What follows belongs to an exercise in optimizing a design on an open flow for small area, a short achievable clock period and few clock cycles; a production flow would make more cautious choices.
Function was checked by simulation only, so behaviour that the tests miss may differ from the original.
Power is estimated from default activity; no workload was simulated.

==> run a: inputs <==
Design llc_core, start of the top module:
module llc_core (
    input  logic              clk,
    input  logic              rst,
    input  logic              cpu_req_valid_i,
    output logic              cpu_req_ready_o,
    input  llc_pkg::cpu_req_t cpu_req_i,
    output logic              cpu_rsp_valid_o,
    input  logic              cpu_rsp_ready_i,
    output llc_pkg::cpu_rsp_t cpu_rsp_o,
    output logic              mem_req_valid_o,
    input  logic              mem_req_ready_i,
    output llc_pkg::mem_req_t mem_req_o,
    input  logic              mem_rsp_valid_i,
    output logic              mem_rsp_ready_o,
    input  llc_pkg::mem_rsp_t mem_rsp_i
);
==> flow/config.mk <==
export PLATFORM = sky130hd
export DESIGN_NAME = llc_core
export DESIGN_NICKNAME = llc_core
export VERILOG_FILES = /design/flow/design.v
export SDC_FILE = /design/flow/constraint.sdc
export NUM_CORES = 4
export LEC_CHECK = 0
export CAP_MARGIN = 20
export CORE_MARGIN = 2
export CORE_UTILIZATION = 40
export SETUP_SLACK_MARGIN = 2.5
export SLEW_MARGIN = 20
==> flow/constraint.sdc <==
create_clock -name core_clock -period 6.5 [get_ports {clk}]
set_input_delay 1.3000 -clock core_clock [delete_from_list [all_inputs] [get_ports {clk}]]
set_output_delay 1.3000 -clock core_clock [all_outputs]
set_load 0.01 [all_outputs]
run.sh (not shown) runs the stock make flow with config.mk's settings and CLKGATE_MAP_FILE= SYNTH_SCRIPT=/design/flow/synth_recipe.tcl, a recipe that flattens the netlist after the stock synthesis.
==> inputs of run b, as changes to run a <==
--- a/flow/design.v
+++ b/flow/design.v
@@ -75,66 +75,61 @@
     logic                   wr_q;
     llc_pkg::llc_set_t      set_q;
     llc_pkg::llc_tag_t      rtag_q;
     llc_pkg::llc_tag_t      vtag_q;
     llc_pkg::llc_way_t      way_q;
     logic                   st_q;       
     logic                   rsp_valid_q;
-    llc_pkg::line_t         wd_q [W];   
-    logic [W-1:0]           rsel_q;     
+    llc_pkg::line_t         rsp_q;      
     logic                   mreq_q;
     logic                   wb_q;
+    llc_pkg::line_t         mdata_q;
     logic                   fill_q;
     logic                   wr;
     llc_pkg::llc_set_t      set;
     llc_pkg::llc_tag_t      tag;
     llc_pkg::line_t         wdata;
     logic [S-1:0]           sdec;
     logic [W-1:0]           lw_way;     
     logic [W-1:0]           fwd;
     logic                   full;
     llc_pkg::llc_way_t      ptr;
     logic [W-1:0]           ptr_oh;
-    logic [W-1:0]           ptr1_oh;
     logic [W-1:0]           valid;
     logic [W-1:0]           dirty;
     llc_pkg::llc_tag_t      way_tag  [W];
     llc_pkg::line_t         way_data [W];
     logic [W-1:0]           hit_oh;
     logic                   hit;
     logic                   hit_ptr;
-    llc_pkg::line_t         sel_out;
+    llc_pkg::line_t         hit_data;
+    llc_pkg::line_t         ptr_data;
     llc_pkg::llc_tag_t      vtag;
     logic                   fill_now;
     logic                   rsp_fire;
     logic                   acc;
     logic                   lwe;        
     llc_pkg::line_t         lwdata;
     assign wr    = cpu_req_i.write;
     assign set   = cpu_req_i.addr[llc_pkg::LLC_SET_BITS-1:0];
     assign tag   = cpu_req_i.addr[llc_pkg::LLC_SET_BITS +: TB];
     assign wdata = cpu_req_i.data;
     assign fill_now        = fill_q && mem_rsp_valid_i;
     assign cpu_rsp_valid_o = rsp_valid_q || fill_now;
-    assign cpu_rsp_o.data  = lwdata;
+    assign cpu_rsp_o.data  = (fill_q && !wr_q) ? mem_rsp_i.data : rsp_q;
     assign rsp_fire        = cpu_rsp_valid_o && cpu_rsp_ready_i;
     assign cpu_req_ready_o = !busy_q || rsp_fire;
     assign acc             = cpu_req_valid_i && cpu_req_ready_o;
     assign mem_req_valid_o = mreq_q;
     assign mem_req_o.write = wb_q;
     assign mem_req_o.addr  = {(wb_q ? vtag_q : rtag_q), set_q};
-    assign mem_req_o.data  = sel_out;
+    assign mem_req_o.data  = mdata_q;
     assign mem_rsp_ready_o = fill_q;
     assign lwe    = st_q || fill_now;
-    always_comb begin
-        sel_out = '0;
-        for (int w = 0; w < W; w++)
-            sel_out = sel_out | ({LB{rsel_q[w]}} & wd_q[w]);
-    end
-    assign lwdata = (fill_q && !wr_q) ? mem_rsp_i.data : sel_out;
+    assign lwdata = (fill_q && !wr_q) ? mem_rsp_i.data : rsp_q;
     always_comb begin
         for (int s = 0; s < S; s++) sdec[s] = (set == llc_pkg::llc_set_t'(s));
         for (int w = 0; w < W; w++) begin
             lw_way[w] = (st_q || fill_q) && (way_q == llc_pkg::llc_way_t'(w));
             fwd[w]    = lw_way[w] && (set == set_q);
         end
     end
@@ -143,15 +138,14 @@
         ptr  = '0;
         for (int s = 0; s < S; s++) begin
             full = full | (sdec[s] & full_q[s]);
             ptr  = ptr  | ({2{sdec[s]}} & ptr_q[s]);
         end
         for (int w = 0; w < W; w++) begin
             ptr_oh[w]   = (ptr == llc_pkg::llc_way_t'(w));
-            ptr1_oh[w]  = (ptr == llc_pkg::llc_way_t'(w - 1));
             valid[w]    = full || (llc_pkg::llc_way_t'(w) < ptr);
             dirty[w]    = 1'b0;
             way_tag[w]  = '0;
             way_data[w] = {LB{fwd[w]}} & lwdata;
             for (int s = 0; s < S; s++) begin
                 dirty[w]    = dirty[w]    | (sdec[s] & dirty_q[s][w]);
                 way_tag[w]  = way_tag[w]  | ({TB{sdec[s]}} & tag_q[s][w]);
@@ -161,17 +155,22 @@
             hit_oh[w] = 1'b0;
             for (int s = 0; s < S; s++)
                 hit_oh[w] = hit_oh[w] | (sdec[s] && tag_q[s][w] == tag);
             hit_oh[w] = hit_oh[w] && valid[w];
         end
     end
     always_comb begin
-        vtag = '0;
-        for (int w = 0; w < W; w++)
-            vtag = vtag | ({TB{ptr_oh[w]}} & way_tag[w]);
+        hit_data = {LB{wr}} & wdata;
+        ptr_data = '0;
+        vtag     = '0;
+        for (int w = 0; w < W; w++) begin
+            hit_data = hit_data | ({LB{hit_oh[w] && !wr}} & way_data[w]);
+            ptr_data = ptr_data | ({LB{ptr_oh[w]}} & way_data[w]);
+            vtag     = vtag     | ({TB{ptr_oh[w]}} & way_tag[w]);
+        end
     end
     assign hit     = |hit_oh;
     assign hit_ptr = |(hit_oh & ptr_oh);
     always_ff @(posedge clk or negedge rst) begin
         if (!rst) begin
             for (int s = 0; s < S; s++) begin
                 full_q[s] <= 1'b0;
@@ -222,32 +221,28 @@
     always_ff @(posedge clk) begin
         if (acc) begin
             wr_q    <= wr;
             set_q   <= set;
             rtag_q  <= tag;
             vtag_q  <= vtag;
             way_q   <= hit ? {hit_oh[3] | hit_oh[2], hit_oh[3] | hit_oh[1]} : ptr;
-            for (int w = 0; w < W; w++)
-                wd_q[w] <= (wr && ptr1_oh[w]) ? wdata : way_data[w];
-            rsel_q  <= hit ? (wr ? ptr1_oh : hit_oh) : ptr_oh;
+            rsp_q   <= hit_data;
+            mdata_q <= ptr_data;
             for (int s = 0; s < S; s++) begin
                 for (int w = 0; w < W; w++) begin
                     if (sdec[s] && !hit && ptr_oh[w]) begin
                         tag_q[s][w]   <= tag;
                         dirty_q[s][w] <= wr;
                     end else if (sdec[s] && wr && hit_oh[w]) begin
                         dirty_q[s][w] <= 1'b1;
                     end
                 end
             end
-        end else if (fill_now && !cpu_rsp_ready_i && !wr_q) begin
-            wd_q[0] <= mem_rsp_i.data;
-            rsel_q  <= 4'b0001;
-        end else if (mreq_q && !wb_q && mem_req_ready_i && wr_q) begin
-            rsel_q  <= {rsel_q[W-2:0], rsel_q[W-1]};
+        end else if (fill_now && !cpu_rsp_ready_i) begin
+            rsp_q <= lwdata;
         end
         for (int s = 0; s < S; s++)
             for (int w = 0; w < W; w++)
                 if (lwe && set_q == llc_pkg::llc_set_t'(s) && way_q == llc_pkg::llc_way_t'(w))
                     data_q[s][w] <= lwdata;
     end
 endmodule
- SETUP_SLACK_MARGIN: 2.5 -> default
==> inputs of run c, as changes to run a <==
--- a/flow/design.v
+++ b/flow/design.v
@@ -75,103 +75,99 @@
     logic                   wr_q;
     llc_pkg::llc_set_t      set_q;
     llc_pkg::llc_tag_t      rtag_q;
     llc_pkg::llc_tag_t      vtag_q;
     llc_pkg::llc_way_t      way_q;
     logic                   st_q;       
     logic                   rsp_valid_q;
-    llc_pkg::line_t         wd_q [W];   
-    logic [W-1:0]           rsel_q;     
+    llc_pkg::line_t         rsp_q;      
     logic                   mreq_q;
     logic                   wb_q;
+    llc_pkg::line_t         mdata_q;
     logic                   fill_q;
     logic                   wr;
     llc_pkg::llc_set_t      set;
     llc_pkg::llc_tag_t      tag;
     llc_pkg::line_t         wdata;
     logic [S-1:0]           sdec;
     logic [W-1:0]           lw_way;     
     logic [W-1:0]           fwd;
     logic                   full;
     llc_pkg::llc_way_t      ptr;
     logic [W-1:0]           ptr_oh;
-    logic [W-1:0]           ptr1_oh;
     logic [W-1:0]           valid;
     logic [W-1:0]           dirty;
     llc_pkg::llc_tag_t      way_tag  [W];
     llc_pkg::line_t         way_data [W];
     logic [W-1:0]           hit_oh;
     logic                   hit;
     logic                   hit_ptr;
-    llc_pkg::line_t         sel_out;
+    llc_pkg::line_t         hit_data;
+    llc_pkg::line_t         ptr_data;
     llc_pkg::llc_tag_t      vtag;
     logic                   fill_now;
     logic                   rsp_fire;
     logic                   acc;
     logic                   lwe;        
     llc_pkg::line_t         lwdata;
     assign wr    = cpu_req_i.write;
     assign set   = cpu_req_i.addr[llc_pkg::LLC_SET_BITS-1:0];
     assign tag   = cpu_req_i.addr[llc_pkg::LLC_SET_BITS +: TB];
     assign wdata = cpu_req_i.data;
     assign fill_now        = fill_q && mem_rsp_valid_i;
     assign cpu_rsp_valid_o = rsp_valid_q || fill_now;
-    assign cpu_rsp_o.data  = lwdata;
+    assign cpu_rsp_o.data  = (fill_q && !wr_q) ? mem_rsp_i.data : rsp_q;
     assign rsp_fire        = cpu_rsp_valid_o && cpu_rsp_ready_i;
     assign cpu_req_ready_o = !busy_q || rsp_fire;
     assign acc             = cpu_req_valid_i && cpu_req_ready_o;
     assign mem_req_valid_o = mreq_q;
     assign mem_req_o.write = wb_q;
     assign mem_req_o.addr  = {(wb_q ? vtag_q : rtag_q), set_q};
-    assign mem_req_o.data  = sel_out;
+    assign mem_req_o.data  = mdata_q;
     assign mem_rsp_ready_o = fill_q;
     assign lwe    = st_q || fill_now;
-    always_comb begin
-        sel_out = '0;
-        for (int w = 0; w < W; w++)
-            sel_out = sel_out | ({LB{rsel_q[w]}} & wd_q[w]);
-    end
-    assign lwdata = (fill_q && !wr_q) ? mem_rsp_i.data : sel_out;
+    assign lwdata = (fill_q && !wr_q) ? mem_rsp_i.data : rsp_q;
     always_comb begin
         for (int s = 0; s < S; s++) sdec[s] = (set == llc_pkg::llc_set_t'(s));
         for (int w = 0; w < W; w++) begin
-            lw_way[w] = (st_q || fill_q) && (way_q == llc_pkg::llc_way_t'(w));
+            lw_way[w] = lwe && (way_q == llc_pkg::llc_way_t'(w));
             fwd[w]    = lw_way[w] && (set == set_q);
         end
     end
     always_comb begin
         full = 1'b0;
         ptr  = '0;
         for (int s = 0; s < S; s++) begin
             full = full | (sdec[s] & full_q[s]);
             ptr  = ptr  | ({2{sdec[s]}} & ptr_q[s]);
         end
         for (int w = 0; w < W; w++) begin
             ptr_oh[w]   = (ptr == llc_pkg::llc_way_t'(w));
-            ptr1_oh[w]  = (ptr == llc_pkg::llc_way_t'(w - 1));
             valid[w]    = full || (llc_pkg::llc_way_t'(w) < ptr);
             dirty[w]    = 1'b0;
             way_tag[w]  = '0;
             way_data[w] = {LB{fwd[w]}} & lwdata;
             for (int s = 0; s < S; s++) begin
                 dirty[w]    = dirty[w]    | (sdec[s] & dirty_q[s][w]);
                 way_tag[w]  = way_tag[w]  | ({TB{sdec[s]}} & tag_q[s][w]);
                 way_data[w] = way_data[w] |
                               ({LB{sdec[s] && !(lw_way[w] && set_q == llc_pkg::llc_set_t'(s))}} & data_q[s][w]);
             end
-            hit_oh[w] = 1'b0;
-            for (int s = 0; s < S; s++)
-                hit_oh[w] = hit_oh[w] | (sdec[s] && tag_q[s][w] == tag);
-            hit_oh[w] = hit_oh[w] && valid[w];
+            hit_oh[w] = valid[w] && (way_tag[w] == tag);
         end
     end
     always_comb begin
-        vtag = '0;
-        for (int w = 0; w < W; w++)
-            vtag = vtag | ({TB{ptr_oh[w]}} & way_tag[w]);
+        hit_data = {LB{wr}} & wdata;
+        ptr_data = '0;
+        vtag     = '0;
+        for (int w = 0; w < W; w++) begin
+            hit_data = hit_data | ({LB{hit_oh[w] && !wr}} & way_data[w]);
+            ptr_data = ptr_data | ({LB{ptr_oh[w]}} & way_data[w]);
+            vtag     = vtag     | ({TB{ptr_oh[w]}} & way_tag[w]);
+        end
     end
     assign hit     = |hit_oh;
     assign hit_ptr = |(hit_oh & ptr_oh);
     always_ff @(posedge clk or negedge rst) begin
         if (!rst) begin
             for (int s = 0; s < S; s++) begin
                 full_q[s] <= 1'b0;
@@ -222,32 +218,28 @@
     always_ff @(posedge clk) begin
         if (acc) begin
             wr_q    <= wr;
             set_q   <= set;
             rtag_q  <= tag;
             vtag_q  <= vtag;
             way_q   <= hit ? {hit_oh[3] | hit_oh[2], hit_oh[3] | hit_oh[1]} : ptr;
-            for (int w = 0; w < W; w++)
-                wd_q[w] <= (wr && ptr1_oh[w]) ? wdata : way_data[w];
-            rsel_q  <= hit ? (wr ? ptr1_oh : hit_oh) : ptr_oh;
+            rsp_q   <= hit_data;
+            mdata_q <= ptr_data;
             for (int s = 0; s < S; s++) begin
                 for (int w = 0; w < W; w++) begin
                     if (sdec[s] && !hit && ptr_oh[w]) begin
                         tag_q[s][w]   <= tag;
                         dirty_q[s][w] <= wr;
                     end else if (sdec[s] && wr && hit_oh[w]) begin
                         dirty_q[s][w] <= 1'b1;
                     end
                 end
             end
-        end else if (fill_now && !cpu_rsp_ready_i && !wr_q) begin
-            wd_q[0] <= mem_rsp_i.data;
-            rsel_q  <= 4'b0001;
-        end else if (mreq_q && !wb_q && mem_req_ready_i && wr_q) begin
-            rsel_q  <= {rsel_q[W-2:0], rsel_q[W-1]};
+        end else if (fill_now && !cpu_rsp_ready_i) begin
+            rsp_q <= lwdata;
         end
         for (int s = 0; s < S; s++)
             for (int w = 0; w < W; w++)
                 if (lwe && set_q == llc_pkg::llc_set_t'(s) && way_q == llc_pkg::llc_way_t'(w))
                     data_q[s][w] <= lwdata;
     end
 endmodule
- SETUP_SLACK_MARGIN: 2.5 -> default
==> comparison table <==
|  | run a | run c | run b |
|---|---|---|---|
| Status | no timing/DRC/antenna violations | no timing/DRC/antenna violations | no timing/DRC/antenna violations |
| Max frequency | 237 MHz | 167 MHz | 185 MHz |
| Fraction of final layout cells sized beyond drive strength 1 | 20.9% | 17.8% | 15.3% |
| Xor-xnor portion of the synthesized cell area | 4.05% | 0.163% | 4.12% |
| Violation count after the first detailed-route iteration | 13.0k | 12.5k | 11.1k |
| Net count of the mapped netlist | 6779 | 6341 | 6826 |
| Reg-to-reg critical path startpoint | set_q[1] | way_q[1] | way_q[1] |
| Placed wire-length estimate | 270000 um | 258000 um | 249000 um |
| Number of clock-tree buffers in the layout | 381 | 362 | 351 |
| Area growth, synth to finish | 21.1% | 17.2% | 17.3% |
| Finished Layout Cells | 11.3k | 10.6k | 11.0k |
| Endpoint required time on the critical path | 7.04 ns | 7.32 ns | 5.20 ns |
| Sequential share of power | 49.8% | 50.5% | 49.9% |
Testbench counts of run a, summed over its fixed seeds: cycles 31,143.
Testbench counts of run b, summed over its fixed seeds: cycles 31,143.
Testbench counts of run c, summed over its fixed seeds: cycles 31,143.

* * *

==> trial 43 <==
==> flow/design.v <==
package llc_pkg;
    localparam int LLC_WAYS      = 4;
    localparam int LLC_SETS      = 16;
    localparam int LLC_SET_BITS  = 4;
    localparam int LLC_TAG_BITS  = 8;
    localparam int LLC_WAY_BITS  = 2;
    localparam int LLC_LINE_BITS = 32;
    typedef logic [LLC_TAG_BITS+LLC_SET_BITS-1:0] line_addr_t;
    typedef logic [LLC_SET_BITS-1:0]              llc_set_t;
    typedef logic [LLC_TAG_BITS-1:0]              llc_tag_t;
    typedef logic [LLC_WAY_BITS-1:0]              llc_way_t;
    typedef logic [LLC_LINE_BITS-1:0]             line_t;
    typedef logic [LLC_WAYS-1:0]                  way_mask_t;
    typedef struct packed {
        logic       write;
        line_addr_t addr;
        line_t      data;
    } cpu_req_t;
    typedef struct packed {
        line_t data;
    } cpu_rsp_t;
    typedef struct packed {
        logic       write;
        line_addr_t addr;
        line_t      data;
    } mem_req_t;
    typedef struct packed {
        line_t data;
    } mem_rsp_t;
    typedef struct packed {
        logic     hit;
        llc_way_t hit_way;
        llc_way_t victim_way;
        logic     victim_valid;
        logic     victim_dirty;
        llc_tag_t victim_tag;
    } tag_result_t;
    typedef enum logic [2:0] {
        IDLE,
        LOOKUP,
        PROCESS,
        WRITEBACK,
        FILL_REQ,
        FILL_WAIT,
        RESPOND
    } llc_state_e;
endpackage
`timescale 1ns/1ps
module llc_core (
    input  logic              clk,
    input  logic              rst,
    input  logic              cpu_req_valid_i,
    output logic              cpu_req_ready_o,
    input  llc_pkg::cpu_req_t cpu_req_i,
    output logic              cpu_rsp_valid_o,
    input  logic              cpu_rsp_ready_i,
    output llc_pkg::cpu_rsp_t cpu_rsp_o,
    output logic              mem_req_valid_o,
    input  logic              mem_req_ready_i,
    output llc_pkg::mem_req_t mem_req_o,
    input  logic              mem_rsp_valid_i,
    output logic              mem_rsp_ready_o,
    input  llc_pkg::mem_rsp_t mem_rsp_i
);
    localparam int W  = llc_pkg::LLC_WAYS;
    localparam int S  = llc_pkg::LLC_SETS;
    localparam int LB = llc_pkg::LLC_LINE_BITS;
    localparam int TB = llc_pkg::LLC_TAG_BITS;
    logic                   full_q  [S];
    llc_pkg::llc_way_t      ptr_q   [S];
    logic [W-1:0]           dirty_q [S];
    llc_pkg::llc_tag_t      tag_q   [S][W];
    llc_pkg::line_t         data_q  [S][W];
    logic                   busy_q;
    logic                   wr_q;
    llc_pkg::llc_set_t      set_q;
    llc_pkg::llc_tag_t      rtag_q;
    llc_pkg::llc_tag_t      vtag_q;
    llc_pkg::llc_way_t      way_q;      
    logic                   st_q;       
    logic                   tw_q;       
    logic                   rsp_valid_q;
    llc_pkg::line_t         rsp_q;      
    logic                   mreq_q;
    logic                   wb_q;
    llc_pkg::line_t         mdata_q;
    logic                   fill_q;
    logic                   fsel_q;     
    logic                   pre_ok_q;   
    logic                   pre_miss_q;
    logic                   pre_wb_q;
    logic                   wr;
    llc_pkg::llc_set_t      set;
    llc_pkg::llc_tag_t      tag;
    llc_pkg::line_t         wdata;
    logic [S-1:0]           sdec;
    logic [W-1:0]           lw_way;     
    logic [W-1:0]           fwd;
    llc_pkg::llc_way_t      ptr_f [S];  
    logic                   full;
    llc_pkg::llc_way_t      ptr;
    logic [W-1:0]           ptr_oh;
    logic [W-1:0]           dirty;
    llc_pkg::llc_tag_t      way_tag  [W];
    llc_pkg::line_t         way_data [W];
    logic [W-1:0]           hit_oh;
    logic                   hit;
    llc_pkg::line_t         hit_data;
    llc_pkg::line_t         ptr_data;
    llc_pkg::llc_tag_t      vtag;
    logic                   fill_now;
    logic                   rsp_fire;
    logic                   acc;
    logic                   pre_issue;
    logic                   vload;
    logic                   lwe;        
    llc_pkg::line_t         lwdata;
    assign wr    = cpu_req_i.write;
    assign set   = cpu_req_i.addr[llc_pkg::LLC_SET_BITS-1:0];
    assign tag   = cpu_req_i.addr[llc_pkg::LLC_SET_BITS +: TB];
    assign wdata = cpu_req_i.data;
    assign fill_now        = fill_q && mem_rsp_valid_i;
    assign cpu_rsp_valid_o = rsp_valid_q || fill_now;
    assign cpu_rsp_o.data  = fsel_q ? mem_rsp_i.data : rsp_q;
    assign rsp_fire        = cpu_rsp_valid_o && cpu_rsp_ready_i;
    assign cpu_req_ready_o = (!busy_q || rsp_fire) && !tw_q;
    assign acc             = cpu_req_valid_i && cpu_req_ready_o;
    assign pre_issue       = pre_ok_q && pre_miss_q;
    assign mem_req_valid_o = mreq_q || (acc && pre_issue);
    assign mem_req_o.write = mreq_q ? wb_q : pre_wb_q;
    assign mem_req_o.addr  = {((!mreq_q && !pre_wb_q) ? tag : ((mreq_q && !wb_q) ? rtag_q : vtag_q)),
                              (mreq_q ? set_q : set)};
    assign mem_req_o.data  = mdata_q;
    assign mem_rsp_ready_o = fill_q;
    assign vload           = !(mreq_q && wb_q);
    assign lwe    = st_q || fill_q;
    assign lwdata = wr_q ? rsp_q : mem_rsp_i.data;
    always_comb begin
        for (int s = 0; s < S; s++) begin
            sdec[s]  = (set == llc_pkg::llc_set_t'(s));
            ptr_f[s] = ptr_q[s];
            if (st_q && set_q == llc_pkg::llc_set_t'(s) && way_q == ptr_q[s])
                ptr_f[s] = ptr_q[s] + 2'd1;
        end
        for (int w = 0; w < W; w++) begin
            lw_way[w] = (st_q || fill_q) && (way_q == llc_pkg::llc_way_t'(w));
            fwd[w]    = lw_way[w] && (set == set_q);
        end
    end
    always_comb begin
        full = 1'b0;
        ptr  = '0;
        for (int s = 0; s < S; s++) begin
            full = full | (sdec[s] & full_q[s]);
            ptr  = ptr  | ({2{sdec[s]}} & ptr_f[s]);
        end
        for (int w = 0; w < W; w++) begin
            ptr_oh[w]   = (ptr == llc_pkg::llc_way_t'(w));
            dirty[w]    = 1'b0;
            way_tag[w]  = '0;
            way_data[w] = {LB{fwd[w]}} & lwdata;
            hit_oh[w]   = 1'b0;
            for (int s = 0; s < S; s++) begin
                dirty[w]    = dirty[w]    | (sdec[s] & dirty_q[s][w]);
                way_tag[w]  = way_tag[w]  | ({TB{sdec[s]}} & tag_q[s][w]);
                way_data[w] = way_data[w] |
                              ({LB{sdec[s] && !(lw_way[w] && set_q == llc_pkg::llc_set_t'(s))}} & data_q[s][w]);
                hit_oh[w]   = hit_oh[w] | (sdec[s] &&
                              (full_q[s] || llc_pkg::llc_way_t'(w) < ptr_q[s]) &&
                              tag_q[s][w] == tag);
            end
        end
    end
    always_comb begin
        hit_data = {LB{wr}} & wdata;
        ptr_data = '0;
        vtag     = '0;
        for (int w = 0; w < W; w++) begin
            hit_data = hit_data | ({LB{hit_oh[w] && !wr}} & way_data[w]);
            ptr_data = ptr_data | ({LB{ptr_oh[w]}} & way_data[w]);
            vtag     = vtag     | ({TB{ptr_oh[w]}} & way_tag[w]);
        end
    end
    assign hit = |hit_oh;
    always_ff @(posedge clk or negedge rst) begin
        if (!rst) begin
            for (int s = 0; s < S; s++) begin
                full_q[s] <= 1'b0;
                ptr_q[s]  <= '0;
            end
            busy_q      <= 1'b0;
            st_q        <= 1'b0;
            tw_q        <= 1'b0;
            rsp_valid_q <= 1'b0;
            mreq_q      <= 1'b0;
            wb_q        <= 1'b0;
            fill_q      <= 1'b0;
            fsel_q      <= 1'b0;
            pre_ok_q    <= 1'b0;
        end else begin
            pre_ok_q <= busy_q && !acc && cpu_req_valid_i && vload && !tw_q;
            st_q     <= acc && hit && wr;
            tw_q     <= acc && !hit;
            for (int s = 0; s < S; s++) begin
                if ((tw_q || st_q) && set_q == llc_pkg::llc_set_t'(s) && way_q == ptr_q[s]) begin
                    ptr_q[s] <= ptr_q[s] + 2'd1;
                    if (ptr_q[s] == 2'd3) full_q[s] <= 1'b1;
                end
            end
            if (rsp_fire) begin
                busy_q      <= 1'b0;
                rsp_valid_q <= 1'b0;
            end
            if (fill_now) begin
                fill_q <= 1'b0;
                fsel_q <= 1'b0;
                if (!cpu_rsp_ready_i) rsp_valid_q <= 1'b1;
            end
            if (mreq_q && mem_req_ready_i) begin
                if (wb_q) begin
                    wb_q <= 1'b0;
                end else begin
                    mreq_q <= 1'b0;
                    fill_q <= 1'b1;
                    fsel_q <= !wr_q;
                end
            end
            if (acc) begin
                busy_q <= 1'b1;
                if (hit) begin
                    rsp_valid_q <= 1'b1;
                end else begin
                    if (pre_issue && mem_req_ready_i) begin
                        mreq_q <= pre_wb_q;
                        wb_q   <= 1'b0;
                        fill_q <= !pre_wb_q;
                        fsel_q <= !pre_wb_q && !wr;
                    end else begin
                        mreq_q <= 1'b1;
                        wb_q   <= full && dirty[ptr];
                    end
                end
            end
        end
    end
    always_ff @(posedge clk) begin
        pre_miss_q <= !hit;
        pre_wb_q   <= full && dirty[ptr];
        if (acc || vload) begin
            vtag_q  <= vtag;
            mdata_q <= ptr_data;
        end
        if (acc) begin
            wr_q    <= wr;
            set_q   <= set;
            rtag_q  <= tag;
            way_q   <= hit ? {hit_oh[3] | hit_oh[2], hit_oh[3] | hit_oh[1]} : ptr;
            rsp_q   <= hit_data;
        end else if (fill_now && !cpu_rsp_ready_i) begin
            rsp_q <= lwdata;
        end
        for (int s = 0; s < S; s++) begin
            for (int w = 0; w < W; w++) begin
                if (set_q == llc_pkg::llc_set_t'(s) && way_q == llc_pkg::llc_way_t'(w)) begin
                    if (tw_q) begin
                        tag_q[s][w]   <= rtag_q;
                        dirty_q[s][w] <= wr_q;
                    end else if (st_q) begin
                        dirty_q[s][w] <= 1'b1;
                    end
                    if (lwe) data_q[s][w] <= lwdata;
                end
            end
        end
    end
endmodule
==> flow/run.sh <==
#!/bin/bash
# synth_recipe.tcl (not shown) runs the flow's synth.tcl, then flattens the netlist and writes it again
# the make line also repeats each setting of config.mk as NAME=value (left out here)
make -C /OpenROAD-flow-scripts/flow DESIGN_CONFIG=/design/flow/config.mk WORK_HOME=/design/flow/orfs CLKGATE_MAP_FILE= SYNTH_SCRIPT=/design/flow/synth_recipe.tcl finish
==> flow/config.mk <==
export PLATFORM = sky130hd
export DESIGN_NAME = llc_core
export DESIGN_NICKNAME = llc_core
export VERILOG_FILES = /design/flow/design.v
export SDC_FILE = /design/flow/constraint.sdc
export NUM_CORES = 4
export LEC_CHECK = 0
export CAP_MARGIN = 20
export CORE_MARGIN = 2
export CORE_UTILIZATION = 40
export CTS_BUF_LIST = sky130_fd_sc_hd__clkbuf_8 sky130_fd_sc_hd__clkbuf_16
export CTS_CLUSTER_DIAMETER = 80
export CTS_CLUSTER_SIZE = 25
export SETUP_SLACK_MARGIN = 2.8
export SLEW_MARGIN = 20
==> flow/constraint.sdc <==
create_clock -name core_clock -period 6.5 [get_ports {clk}]
set_input_delay 1.3000 -clock core_clock [delete_from_list [all_inputs] [get_ports {clk}]]
set_output_delay 1.3000 -clock core_clock [all_outputs]
set_load 0.01 [all_outputs]
==> trial 9 (differences from trial 43) <==
--- a/flow/design.v
+++ b/flow/design.v
@@ -104,4 +104,5 @@
     llc_pkg::llc_tag_t      way_tag  [W];
     llc_pkg::line_t         way_data [W];
+    logic [S-1:0]           lmatch [W];  
     logic [W-1:0]           hit_oh;
     logic                   hit;
@@ -160,5 +161,4 @@
             way_tag[w]  = '0;
             way_data[w] = {LB{fwd[w]}} & lwdata;
-            hit_oh[w]   = 1'b0;
             for (int s = 0; s < S; s++) begin
                 dirty[w]    = dirty[w]    | (sdec[s] & dirty_q[s][w]);
@@ -166,8 +166,8 @@
                 way_data[w] = way_data[w] |
                               ({LB{sdec[s] && !(lw_way[w] && set_q == llc_pkg::llc_set_t'(s))}} & data_q[s][w]);
-                hit_oh[w]   = hit_oh[w] | (sdec[s] &&
-                              (full_q[s] || llc_pkg::llc_way_t'(w) < ptr_q[s]) &&
-                              tag_q[s][w] == tag);
-            end
+                lmatch[w][s] = (full_q[s] || llc_pkg::llc_way_t'(w) < ptr_q[s]) &&
+                               tag_q[s][w] == tag;
+            end
+            hit_oh[w] = lmatch[w][set];
         end
     end
--- a/flow/config.mk
+++ b/flow/config.mk
@@ -8,5 +8,5 @@
 export CAP_MARGIN = 20
 export CORE_MARGIN = 2
-export CORE_UTILIZATION = 40
+export CORE_UTILIZATION = 55
 export CTS_BUF_LIST = sky130_fd_sc_hd__clkbuf_8 sky130_fd_sc_hd__clkbuf_16
 export CTS_CLUSTER_DIAMETER = 80
==> notes <==
- In trial 43 the clock-buffer cell count is lower than in trial 9, by 7.
- Against trial 9, the combinational power of trial 43 is higher by 16%.
- Of trial 9 and trial 43, trial 43 has the higher clock skew (gap 0.042 ns).
- Against trial 9, the via count of trial 43 is larger by 0.30%.
- Against trial 9, the cell count of trial 43 is larger by about 10%.
- Register-to-register slack: trial 9 is higher than trial 43 (0.03 ns).
Testbench counts of trial 43, summed over its fixed seeds: cycles 30,624.
Testbench counts of trial 9, summed over its fixed seeds: cycles 30,624.

==> afterwards: timing with drivers on the ports <==
The flow's constraints put no driver on any port. The routed layouts listed below were extracted and timed again, unchanged, in two steps. Step 1: set_driving_cell puts a clkbuf_16 on clk and a buf_2 on each other input, an assumption about the parent block. Step 2 adds t to the input delays and takes it off the output delays; t is the mean of the earliest and latest rising clock arrival at the registers after step 1. Input paths then give back, and output paths get back, about the clock's delay inside the block. Three values: ideal, step 1, step 2; two values: the first two.
run | shift t [ns] | setup slack, ns | hold slack, ns | worst register clock-pin slew, ns | worst slew at a driven data input, ns
run a | 0.978 | 2.273 / 2.200 / 1.308 | 0.462 / 0.462 / 0.462 | 0.07 / 0.07 | 0.39
run b | 0.954 | 1.097 / 1.001 / 0.314 | 0.489 / 0.489 / 0.489 | 0.07 / 0.07 | 0.17
run c | 1.019 | 0.509 / 0.569 / -0.450 | 0.466 / 0.466 / 0.466 | 0.07 / 0.07 | 0.16
trial 43 | 0.937 | 2.666 / 2.535 / 1.624 | 0.541 / 0.541 / 0.541 | 0.11 / 0.11 | 0.34
trial 9 | 0.924 | 2.570 / 2.513 / 1.589 | 0.317 / 0.257 / 0.559 | 0.11 / 0.11 | 0.29
Met with ideal ports but missed after step 2: setup timing in run c. The setup slack of trial 43, which loses most, moves by -0.131 ns with the drivers and by -1.042 ns with both steps.
